This design comes from an exercise in tuning for small area on the open sky130 flow, not from production work.
At most, simulation tests tie the RTL to the original design; equivalence was not proved.
Power is estimated from default activity; no workload was simulated.

==> build 35: inputs <==
Design csma_ca_mac_controller, start of the top module:
module csma_ca_mac_controller #(
  parameter int SUB_SLOTS = csma_pkg::SUB_SLOTS_DEF
) (
  input  logic                             clk,
  input  logic                             rst,
  input  logic                             in_valid,
  output logic                             in_ready,
  input  logic [csma_pkg::KIND_W-1:0]      kind,
  input  logic [csma_pkg::MED_W-1:0]       medium_req,
  input  logic                             fcs_ok,
  input  logic                             for_us,
  input  logic                             frame_is_ack,
  input  logic                             dest_broadcast,
  input  logic                             dest_multicast,
  input  logic [csma_pkg::ADDR_W-1:0]      source_address,
  input  logic [csma_pkg::DRAW_W-1:0]      random_draw,
  output logic                             out_valid,
  input  logic                             out_ready,
  output logic [csma_pkg::ACT_W-1:0]       action,
  output logic [csma_pkg::MST_W-1:0]       mac_state,
  output logic [csma_pkg::ADDR_W-1:0]      ack_destination,
  output logic                             want_frame,
  input  logic                             cfg_valid,
  output logic                             cfg_ready,
  input  logic [csma_pkg::CFG_IDX_W-1:0]   cfg_index,
  input  logic [csma_pkg::CFG_DATA_W-1:0]  cfg_data
);
==> flow/config.mk <==
export PLATFORM = sky130hd
export DESIGN_NAME = csma_ca_mac_controller
export DESIGN_NICKNAME = csma_ca_mac_controller
export VERILOG_FILES = /design/flow/design.v
export SDC_FILE = /design/flow/constraint.sdc
export NUM_CORES = 4
export LEC_CHECK = 0
export CAP_MARGIN = 20
export CORE_MARGIN = 2
export CORE_UTILIZATION = 55
export CTS_BUF_LIST = sky130_fd_sc_hd__clkbuf_4 sky130_fd_sc_hd__clkbuf_8
export GPL_TIMING_DRIVEN = 0
export SLEW_MARGIN = 20
==> flow/constraint.sdc <==
create_clock -name core_clock -period 11.0 [get_ports {clk}]
set_input_delay 2.2000 -clock core_clock [delete_from_list [all_inputs] [get_ports {clk}]]
set_output_delay 2.2000 -clock core_clock [all_outputs]
set_load 0.01 [all_outputs]
standard.sh (not shown) runs the stock make flow with config.mk's settings and CLKGATE_MAP_FILE= SYNTH_SCRIPT=/design/flow/synth_recipe.tcl, a recipe that flattens the netlist after the stock synthesis.
==> flow/flow/run.sh <==
#!/bin/bash
# Layout flow: the standard synthesis, then the combinational logic between the
# registers re-mapped by ABC for area (registers, their names and cells kept), then
# the standard layout with the ports buffered by the smallest buffer.
set -euo pipefail
W=$(pwd)
F=$W/flow
R=$W/orfs/results/${FLOW_PLATFORM}/csma_ca_mac_controller/base
LIB=$FLOW_HOME/platforms/${FLOW_PLATFORM}/lib/sky130_fd_sc_hd__tt_025C_1v80.lib

bash standard.sh synth > $W/std_synth.log 2>&1

SEQ=$(python3 $F/seqcells.py $LIB)
DU=$(sed -n '/DONT_USE_CELLS += /,/^#/p' $FLOW_HOME/platforms/${FLOW_PLATFORM}/config.mk \
      | grep -o "sky130_fd_sc_hd__[a-z0-9_]*" | sed 's/^/-dont_use /' | tr '\n' ' ')
cp $R/1_2_yosys.v $W/std_1_2_yosys.v
sed -e "s#@SEQ@#$SEQ#; s#@NET@#$W/std_1_2_yosys.v#; s#@TOP@#$FLOW_TOP#; \
        s#@SCRIPT@#$F/area.abc#; s#@LIB@#$LIB#g; s#@DONTUSE@#$DU#; s#@STAT@#$W/remap_stat.txt#; \
        s#@OUT@#$W/remap.v#" $F/remap.ys.in > $W/remap.ys
yosys -s $W/remap.ys > $W/remap.log 2>&1
cp $W/remap.v $R/1_2_yosys.v
touch $R/1_2_yosys.v

bash standard.sh "BUFFER_PORTS_ARGS=-buffer_cell sky130_fd_sc_hd__buf_1" finish > $W/std_layout.log 2>&1
==> flow/flow/area.abc <==
&get -n
&deepsyn -T 240
&put
&get -n
&dch -f
&nf -a -R 1000
&put
topo
==> flow/flow/remap.ys.in <==
read_liberty -ignore_miss_func @LIB@
blackbox @SEQ@
read_verilog @NET@
hierarchy -top @TOP@
flatten
hierarchy -top @TOP@
opt -purge
techmap
opt -fast -purge
abc -script @SCRIPT@ -liberty @LIB@ @DONTUSE@
opt_clean -purge
hilomap -singleton -hicell sky130_fd_sc_hd__conb_1 HI -locell sky130_fd_sc_hd__conb_1 LO
insbuf -buf sky130_fd_sc_hd__buf_1 A X
splitnets
opt_clean -purge
tee -o @STAT@ stat -liberty @LIB@
write_verilog -noattr -nohex -nodec @OUT@
==> flow/flow/seqcells.py <==
#!/usr/bin/env python3
"""Print the names of a liberty file's cells that hold state (ff, latch or statetable groups)."""
import re, sys
txt = open(sys.argv[1]).read()
names = []
for m in re.finditer(r'\n\s*cell\s*\(\s*"?(\w+)"?\s*\)\s*\{', txt):
    start = m.end(); depth = 1; j = start
    while depth:
        c = txt[j]
        if c == '{': depth += 1
        elif c == '}': depth -= 1
        j += 1
    if re.search(r'\b(ff|latch|ff_bank|latch_bank|statetable)\s*\(', txt[start:j - 1]):
        names.append(m.group(1))
print(' '.join(names))
==> trial 43: changes against build 35 <==
--- a/flow/design.v
+++ b/flow/design.v
@@ -76,13 +76,12 @@
 ) (
   input  logic                             clk,
   input  logic                             rst,
   input  logic [5:0]                       cnt,
   output logic                             run,
   output logic                             take,
-  output logic                             out_valid,
   input  logic                             cfg_valid,
   input  logic [csma_pkg::CFG_IDX_W-1:0]   cfg_index,
   input  logic [csma_pkg::CFG_DATA_W-1:0]  cfg_data,
   input  logic                             in_valid,
   input  logic [csma_pkg::KIND_W-1:0]      kind,
   input  logic [csma_pkg::MED_W-1:0]       medium_req,
@@ -247,27 +246,18 @@
       end
       ld_difs = 1'b0;
       ld_bo = 1'b1;
       st = csma_pkg::M_BACKOFF;
     end
   end
-  logic [csma_pkg::ACT_W-1:0] act_r;
   assign run = in_valid && gen && !rst;
-  assign take = in_valid && !out_valid && !rst && (!gen || (cnt[5] && cnt[4]));
-  always_ff @(posedge clk) begin
-    if (rst) out_valid <= 1'b0;
-    else if (take) out_valid <= 1'b1;
-    else if (out_ready) out_valid <= 1'b0;
-  end
-  always_ff @(posedge clk) begin
-    if (take) act_r <= act;
-  end
-  assign action = act_r;
-  assign mac_state = mst;
-  assign ack_destination = (act_r == csma_pkg::A_SEND_ACK) ? ack_addr : '0;
-  assign want_frame = (mst == csma_pkg::M_IDLE) && !held;
+  assign take = in_valid && out_ready && !rst && (!gen || (cnt[5] && cnt[4]));
+  assign action = act;
+  assign mac_state = st;
+  assign ack_destination = (act == csma_pkg::A_SEND_ACK) ? ack_addr : '0;
+  assign want_frame = (st == csma_pkg::M_IDLE) && !fl_held;
   logic        ph_load, ph_win, ph_div, win_it;
   logic [10:0] z;
   logic [9:0]  cw, cw_eff;
   logic [3:0]  it_n;
   assign ph_load = (cnt == 6'd0);
   assign ph_win  = (cnt[5:4] == 2'b00) && !ph_load;
@@ -287,13 +277,13 @@
   always_comb begin
     b = random_draw[{cnt[4], ~cnt[3:0]}];
     v = {bo_sub, !b};
     h = (v < 8'(SUB_SLOTS));
     s1 = h ? v[6:0] : 7'(v - 8'(SUB_SLOTS));
     q1 = {bo_slots, h};
-    e = b ? 1'b0 : (bo_sub == SUB_TOP || bo_sub == 7'((SUB_SLOTS - 2) / 2));
+    e = (s1 == SUB_TOP);
     diff = {1'b0, q1} + 12'd2 - {2'b0, cw_eff} - {11'd0, e};
     ge = !diff[11];
     q_step = ge ? diff[9:0] : q1[9:0];
     s_step = ge ? (e ? 7'd0 : s1 + 7'd1) : s1;
   end
   always_ff @(posedge clk) begin
@@ -342,29 +332,20 @@
   assign b_wl  = run && ph_load;
   assign b_div = run && ph_div;
   assign b_dec = take && slot_dec;
   always_ff @(posedge clk) begin
     if (take) begin
       hbc <= fl_bc; hmc <= fl_mc; retry <= rc;
+      if (ld_aa) ack_addr <= source_address;
     end
-  end
-  always_ff @(posedge clk) begin
-    if (rst) begin
-      ack_addr <= '0;
-      timer <= '0; bo_slots <= '0; bo_sub <= '0;
-    end else begin
-      if (take) begin
-        if (ld_aa) ack_addr <= source_address;
-      end
-      if (t_en) timer <= t_nv;
-      if (b_wl || b_div || b_dec) begin
-        bo_slots <= ({10{b_div}} & q_step) | ({10{b_dec}} & slots_dec);
-      end
-      if (b_wl || b_div) begin
-        bo_sub <= ({7{b_div}} & s_step) | ({7{b_wl}} & SUB_TOP);
-      end
+    if (t_en) timer <= t_nv;
+    if (b_wl || b_div || b_dec) begin
+      bo_slots <= ({10{b_div}} & q_step) | ({10{b_dec}} & slots_dec);
+    end
+    if (b_wl || b_div) begin
+      bo_sub <= ({7{b_div}} & s_step) | ({7{b_wl}} & SUB_TOP);
     end
   end
 endmodule
 module csma_ca_mac_controller #(
   parameter int SUB_SLOTS = csma_pkg::SUB_SLOTS_DEF
 ) (
@@ -393,12 +374,13 @@
   input  logic [csma_pkg::CFG_DATA_W-1:0]  cfg_data
 );
   logic [5:0] cnt;
   logic       run, take;
   assign cfg_ready = 1'b1;
   assign in_ready = take;
+  assign out_valid = take;
   csma_ctrl u_ctrl (
     .clk  (clk),
     .rst  (rst),
     .take (take),
     .run  (run),
     .cnt  (cnt)
@@ -406,13 +388,12 @@
   csma_dp #(.SUB_SLOTS(SUB_SLOTS)) u_dp (
     .clk             (clk),
     .rst             (rst),
     .cnt             (cnt),
     .run             (run),
     .take            (take),
-    .out_valid       (out_valid),
     .cfg_valid       (cfg_valid),
     .cfg_index       (cfg_index),
     .cfg_data        (cfg_data),
     .in_valid        (in_valid),
     .kind            (kind),
     .medium_req      (medium_req),
==> flow/flow/area.abc (replaced) <==
strash
dc2
dch -f
if -K 6 -a
mfs
strash
dch -f
amap
topo
- CTS_BUF_LIST: sky130_fd_sc_hd__clkbuf_4 sky130_fd_sc_hd__clkbuf_8 -> sky130_fd_sc_hd__clkbuf_8
- CTS_CLUSTER_DIAMETER: unset -> 60
- CTS_CLUSTER_SIZE: unset -> 20
- GPL_TIMING_DRIVEN: 0 -> unset
==> build 56: changes against build 35 <==
--- a/flow/design.v
+++ b/flow/design.v
@@ -76,13 +76,12 @@
 ) (
   input  logic                             clk,
   input  logic                             rst,
   input  logic [5:0]                       cnt,
   output logic                             run,
   output logic                             take,
-  output logic                             out_valid,
   input  logic                             cfg_valid,
   input  logic [csma_pkg::CFG_IDX_W-1:0]   cfg_index,
   input  logic [csma_pkg::CFG_DATA_W-1:0]  cfg_data,
   input  logic                             in_valid,
   input  logic [csma_pkg::KIND_W-1:0]      kind,
   input  logic [csma_pkg::MED_W-1:0]       medium_req,
@@ -247,27 +246,18 @@
       end
       ld_difs = 1'b0;
       ld_bo = 1'b1;
       st = csma_pkg::M_BACKOFF;
     end
   end
-  logic [csma_pkg::ACT_W-1:0] act_r;
   assign run = in_valid && gen && !rst;
-  assign take = in_valid && !out_valid && !rst && (!gen || (cnt[5] && cnt[4]));
-  always_ff @(posedge clk) begin
-    if (rst) out_valid <= 1'b0;
-    else if (take) out_valid <= 1'b1;
-    else if (out_ready) out_valid <= 1'b0;
-  end
-  always_ff @(posedge clk) begin
-    if (take) act_r <= act;
-  end
-  assign action = act_r;
-  assign mac_state = mst;
-  assign ack_destination = (act_r == csma_pkg::A_SEND_ACK) ? ack_addr : '0;
-  assign want_frame = (mst == csma_pkg::M_IDLE) && !held;
+  assign take = in_valid && out_ready && !rst && (!gen || (cnt[5] && cnt[4]));
+  assign action = act;
+  assign mac_state = st;
+  assign ack_destination = (act == csma_pkg::A_SEND_ACK) ? ack_addr : '0;
+  assign want_frame = (st == csma_pkg::M_IDLE) && !fl_held;
   logic        ph_load, ph_win, ph_div, win_it;
   logic [10:0] z;
   logic [9:0]  cw, cw_eff;
   logic [3:0]  it_n;
   assign ph_load = (cnt == 6'd0);
   assign ph_win  = (cnt[5:4] == 2'b00) && !ph_load;
@@ -287,13 +277,13 @@
   always_comb begin
     b = random_draw[{cnt[4], ~cnt[3:0]}];
     v = {bo_sub, !b};
     h = (v < 8'(SUB_SLOTS));
     s1 = h ? v[6:0] : 7'(v - 8'(SUB_SLOTS));
     q1 = {bo_slots, h};
-    e = b ? 1'b0 : (bo_sub == SUB_TOP || bo_sub == 7'((SUB_SLOTS - 2) / 2));
+    e = (s1 == SUB_TOP);
     diff = {1'b0, q1} + 12'd2 - {2'b0, cw_eff} - {11'd0, e};
     ge = !diff[11];
     q_step = ge ? diff[9:0] : q1[9:0];
     s_step = ge ? (e ? 7'd0 : s1 + 7'd1) : s1;
   end
   always_ff @(posedge clk) begin
@@ -320,51 +310,34 @@
     if (rst) begin
       mst <= csma_pkg::M_IDLE; held <= 1'b0; bo_valid <= 1'b0;
     end else if (take) begin
       mst <= st; held <= fl_held; bo_valid <= bv;
     end
   end
-  logic       t_difs, t_sifs, t_ack, t_bo, t_dec, t_wl, t_wi, t_en;
-  logic [csma_pkg::TIME_W-1:0] t_nv;
-  assign t_difs = take && ld_difs;
-  assign t_sifs = take && ld_sifs;
-  assign t_ack  = take && ld_ack;
-  assign t_bo   = take && ld_bo;
-  assign t_dec  = take && (kind == csma_pkg::K_TICK) && !(ld_difs || ld_sifs || ld_ack || ld_bo);
-  assign t_wl   = run && ph_load;
-  assign t_wi   = run && win_it;
-  assign t_en   = t_difs || t_sifs || t_ack || t_bo || t_dec || t_wl || t_wi;
-  assign t_nv   = ({16{t_difs}} & difs_ticks) | ({16{t_sifs}} & sifs_ticks)
-                | ({16{t_ack}} & ack_timeout_ticks) | ({16{t_bo}} & csma_pkg::TIME_W'(SUB_TOP))
-                | ({16{t_dec}} & tdec)
-                | ({16{t_wl}} & (gmc ? {5'd0, cw_multicast, 1'b1} : {6'd0, cw_min}))
-                | ({16{t_wi}} & {5'd0, (z > {1'b0, cw_max}) ? cw_max : z[9:0], 1'b1});
-  logic       b_wl, b_div, b_dec;
-  assign b_wl  = run && ph_load;
-  assign b_div = run && ph_div;
-  assign b_dec = take && slot_dec;
   always_ff @(posedge clk) begin
     if (take) begin
       hbc <= fl_bc; hmc <= fl_mc; retry <= rc;
+      if (ld_aa) ack_addr <= source_address;
     end
-  end
-  always_ff @(posedge clk) begin
-    if (rst) begin
-      ack_addr <= '0;
-      timer <= '0; bo_slots <= '0; bo_sub <= '0;
-    end else begin
-      if (take) begin
-        if (ld_aa) ack_addr <= source_address;
-      end
-      if (t_en) timer <= t_nv;
-      if (b_wl || b_div || b_dec) begin
-        bo_slots <= ({10{b_div}} & q_step) | ({10{b_dec}} & slots_dec);
-      end
-      if (b_wl || b_div) begin
-        bo_sub <= ({7{b_div}} & s_step) | ({7{b_wl}} & SUB_TOP);
-      end
+    if (take) begin
+      if (ld_difs) timer <= difs_ticks;
+      else if (ld_sifs) timer <= sifs_ticks;
+      else if (ld_ack) timer <= ack_timeout_ticks;
+      else if (ld_bo) timer <= csma_pkg::TIME_W'(SUB_TOP);
+      else if (kind == csma_pkg::K_TICK) timer <= tdec;
+    end else if (run && ph_load) begin
+      timer <= gmc ? {5'd0, cw_multicast, 1'b1} : {6'd0, cw_min};
+    end else if (run && win_it) begin
+      timer <= {5'd0, (z > {1'b0, cw_max}) ? cw_max : z[9:0], 1'b1};
+    end
+    if (run && ph_load) begin
+      bo_slots <= 10'd0; bo_sub <= SUB_TOP;
+    end else if (run && ph_div) begin
+      bo_slots <= q_step; bo_sub <= s_step;
+    end else if (take && slot_dec) begin
+      bo_slots <= slots_dec;
     end
   end
 endmodule
 module csma_ca_mac_controller #(
   parameter int SUB_SLOTS = csma_pkg::SUB_SLOTS_DEF
 ) (
@@ -393,12 +366,13 @@
   input  logic [csma_pkg::CFG_DATA_W-1:0]  cfg_data
 );
   logic [5:0] cnt;
   logic       run, take;
   assign cfg_ready = 1'b1;
   assign in_ready = take;
+  assign out_valid = take;
   csma_ctrl u_ctrl (
     .clk  (clk),
     .rst  (rst),
     .take (take),
     .run  (run),
     .cnt  (cnt)
@@ -406,13 +380,12 @@
   csma_dp #(.SUB_SLOTS(SUB_SLOTS)) u_dp (
     .clk             (clk),
     .rst             (rst),
     .cnt             (cnt),
     .run             (run),
     .take            (take),
-    .out_valid       (out_valid),
     .cfg_valid       (cfg_valid),
     .cfg_index       (cfg_index),
     .cfg_data        (cfg_data),
     .in_valid        (in_valid),
     .kind            (kind),
     .medium_req      (medium_req),
==> flow/flow/area.abc (replaced) <==
strash
dc2
dc2
dch -f
amap
topo
- CORE_UTILIZATION: 55 -> 70
- CTS_BUF_LIST: sky130_fd_sc_hd__clkbuf_4 sky130_fd_sc_hd__clkbuf_8 -> sky130_fd_sc_hd__clkbuf_8
- CTS_CLUSTER_SIZE: unset -> 30
- GPL_TIMING_DRIVEN: 0 -> unset
==> trial 54: changes against build 35 <==
--- a/flow/design.v
+++ b/flow/design.v
@@ -76,13 +76,12 @@
 ) (
   input  logic                             clk,
   input  logic                             rst,
   input  logic [5:0]                       cnt,
   output logic                             run,
   output logic                             take,
-  output logic                             out_valid,
   input  logic                             cfg_valid,
   input  logic [csma_pkg::CFG_IDX_W-1:0]   cfg_index,
   input  logic [csma_pkg::CFG_DATA_W-1:0]  cfg_data,
   input  logic                             in_valid,
   input  logic [csma_pkg::KIND_W-1:0]      kind,
   input  logic [csma_pkg::MED_W-1:0]       medium_req,
@@ -247,27 +246,18 @@
       end
       ld_difs = 1'b0;
       ld_bo = 1'b1;
       st = csma_pkg::M_BACKOFF;
     end
   end
-  logic [csma_pkg::ACT_W-1:0] act_r;
   assign run = in_valid && gen && !rst;
-  assign take = in_valid && !out_valid && !rst && (!gen || (cnt[5] && cnt[4]));
-  always_ff @(posedge clk) begin
-    if (rst) out_valid <= 1'b0;
-    else if (take) out_valid <= 1'b1;
-    else if (out_ready) out_valid <= 1'b0;
-  end
-  always_ff @(posedge clk) begin
-    if (take) act_r <= act;
-  end
-  assign action = act_r;
-  assign mac_state = mst;
-  assign ack_destination = (act_r == csma_pkg::A_SEND_ACK) ? ack_addr : '0;
-  assign want_frame = (mst == csma_pkg::M_IDLE) && !held;
+  assign take = in_valid && out_ready && !rst && (!gen || (cnt[5] && cnt[4]));
+  assign action = act;
+  assign mac_state = st;
+  assign ack_destination = (act == csma_pkg::A_SEND_ACK) ? ack_addr : '0;
+  assign want_frame = (st == csma_pkg::M_IDLE) && !fl_held;
   logic        ph_load, ph_win, ph_div, win_it;
   logic [10:0] z;
   logic [9:0]  cw, cw_eff;
   logic [3:0]  it_n;
   assign ph_load = (cnt == 6'd0);
   assign ph_win  = (cnt[5:4] == 2'b00) && !ph_load;
@@ -340,22 +330,18 @@
                 | ({16{t_wi}} & {5'd0, (z > {1'b0, cw_max}) ? cw_max : z[9:0], 1'b1});
   logic       b_wl, b_div, b_dec;
   assign b_wl  = run && ph_load;
   assign b_div = run && ph_div;
   assign b_dec = take && slot_dec;
   always_ff @(posedge clk) begin
-    if (take) begin
-      hbc <= fl_bc; hmc <= fl_mc; retry <= rc;
-    end
-  end
-  always_ff @(posedge clk) begin
     if (rst) begin
-      ack_addr <= '0;
+      hbc <= 1'b0; hmc <= 1'b0; retry <= '0; ack_addr <= '0;
       timer <= '0; bo_slots <= '0; bo_sub <= '0;
     end else begin
       if (take) begin
+        hbc <= fl_bc; hmc <= fl_mc; retry <= rc;
         if (ld_aa) ack_addr <= source_address;
       end
       if (t_en) timer <= t_nv;
       if (b_wl || b_div || b_dec) begin
         bo_slots <= ({10{b_div}} & q_step) | ({10{b_dec}} & slots_dec);
       end
@@ -393,12 +379,13 @@
   input  logic [csma_pkg::CFG_DATA_W-1:0]  cfg_data
 );
   logic [5:0] cnt;
   logic       run, take;
   assign cfg_ready = 1'b1;
   assign in_ready = take;
+  assign out_valid = take;
   csma_ctrl u_ctrl (
     .clk  (clk),
     .rst  (rst),
     .take (take),
     .run  (run),
     .cnt  (cnt)
@@ -406,13 +393,12 @@
   csma_dp #(.SUB_SLOTS(SUB_SLOTS)) u_dp (
     .clk             (clk),
     .rst             (rst),
     .cnt             (cnt),
     .run             (run),
     .take            (take),
-    .out_valid       (out_valid),
     .cfg_valid       (cfg_valid),
     .cfg_index       (cfg_index),
     .cfg_data        (cfg_data),
     .in_valid        (in_valid),
     .kind            (kind),
     .medium_req      (medium_req),
==> run notes <==
item	build 56	trial 43	trial 54	build 35
Result of the run	timing/DRC/antenna clean	timing/DRC/antenna clean	timing/DRC/antenna clean	timing/DRC/antenna clean
Fraction of power consumed by the clock network	34.4%	37.2%	34.3%	35.2%
Sw frac	28.0%	26.6%	27.1%	27.0%
Post-Synthesis Net Count	1216	1178	1072	1081
GR met2 Demand/Resource	62.8%	44.8%	47.9%	46.7%
Peak per-stage delay on the critical path	740 ps	620 ps	840 ps	790 ps
Largest fanout of any net on the critical path	17	15	11	20
Post-layout instance area	10600 µm²	10600 µm²	9900 µm²	10200 µm²
Area taken by multi-input logic gates	4460 µm²	4230 µm²	4770 µm²	4780 µm²
Length in cells of the worst reg-to-reg path	27	24	33	32
Biggest area consumer among cell classes	multi-input combinational cells	sequential cells	multi-input combinational cells	multi-input combinational cells
Clock buffer count in the final layout	19	17	18	20
Row cnt	41	47	45	45
Half-perimeter wire length after placement	19.4 mm	19.3 mm	17.8 mm	18.0 mm
Global router's overall resource usage	38.7%	29.0%	29.5%	29.3%
Capture point of the critical path	out_valid	out_valid	out_valid	in_ready
Clock-net power	0.461 mW	0.474 mW	0.406 mW	0.467 mW
Area of the core	12800 µm²	16500 µm²	15100 µm²	15300 µm²
Met2 routed WL	13.0 mm	11.5 mm	11.0 mm	11.2 mm
Wirelength, routed	27.5 mm	25.8 mm	24.1 mm	24.6 mm
Fraction of area in multi-input gates	42.0%	39.7%	48.1%	46.9%
Critical path's slowest cell	sky130_fd_sc_hd__nor2_2	sky130_fd_sc_hd__nor2_2	sky130_fd_sc_hd__o21ai_1	sky130_fd_sc_hd__clkinv_1
Flip-flop and latch share of the layout cell area	40.8%	42.2%	36.6%	37.5%
Initial drt markers	1320	790	658	681
Core Util, Final	83.0%	64.7%	65.6%	66.5%
Function not checked in trial 43: the RTL went through the layout flow alone.

-- afterwards: timing with drivers on the ports --
The results above use ideal ports. As a check the final layouts listed here were re-extracted and re-timed, cells and wires unchanged. Step 1 sets driving cells, clkbuf_16 on the clock port and buf_2 on the other inputs (assumed; they add their load-dependent delay and slew). Step 2 also shifts input and output timing later by t, the mid clock arrival at the registers, as if the neighbouring blocks saw the same clock. Three values: ideal ports, drivers, drivers and shift; two values: the first two.
run | t, ns | slack for setup (ns) | hold WS [ns] | latest minus earliest clock arrival (ns) | slew at the worst register clock pin (ns)
build 35 | 0.502 | 1.316 / 1.296 / 1.296 | 0.465 / 0.465 / 0.465 | 0.017 / 0.018 | 0.10 / 0.10
trial 43 | 0.519 | 2.605 / 2.579 / 2.552 | 0.448 / 0.448 / 0.448 | 0.015 / 0.014 | 0.11 / 0.11
build 56 | 0.520 | 2.367 / 2.334 / 2.334 | 0.466 / 0.466 / 0.466 | 0.018 / 0.019 | 0.11 / 0.11
trial 54 | 0.506 | 1.472 / 1.450 / 1.450 | 0.455 / 0.455 / 0.455 | 0.012 / 0.011 | 0.10 / 0.10
After both steps every run listed still meets setup and hold. For trial 43, which loses most, drivers alone change the setup slack by -0.026 ns; drivers and shift together by -0.053 ns.
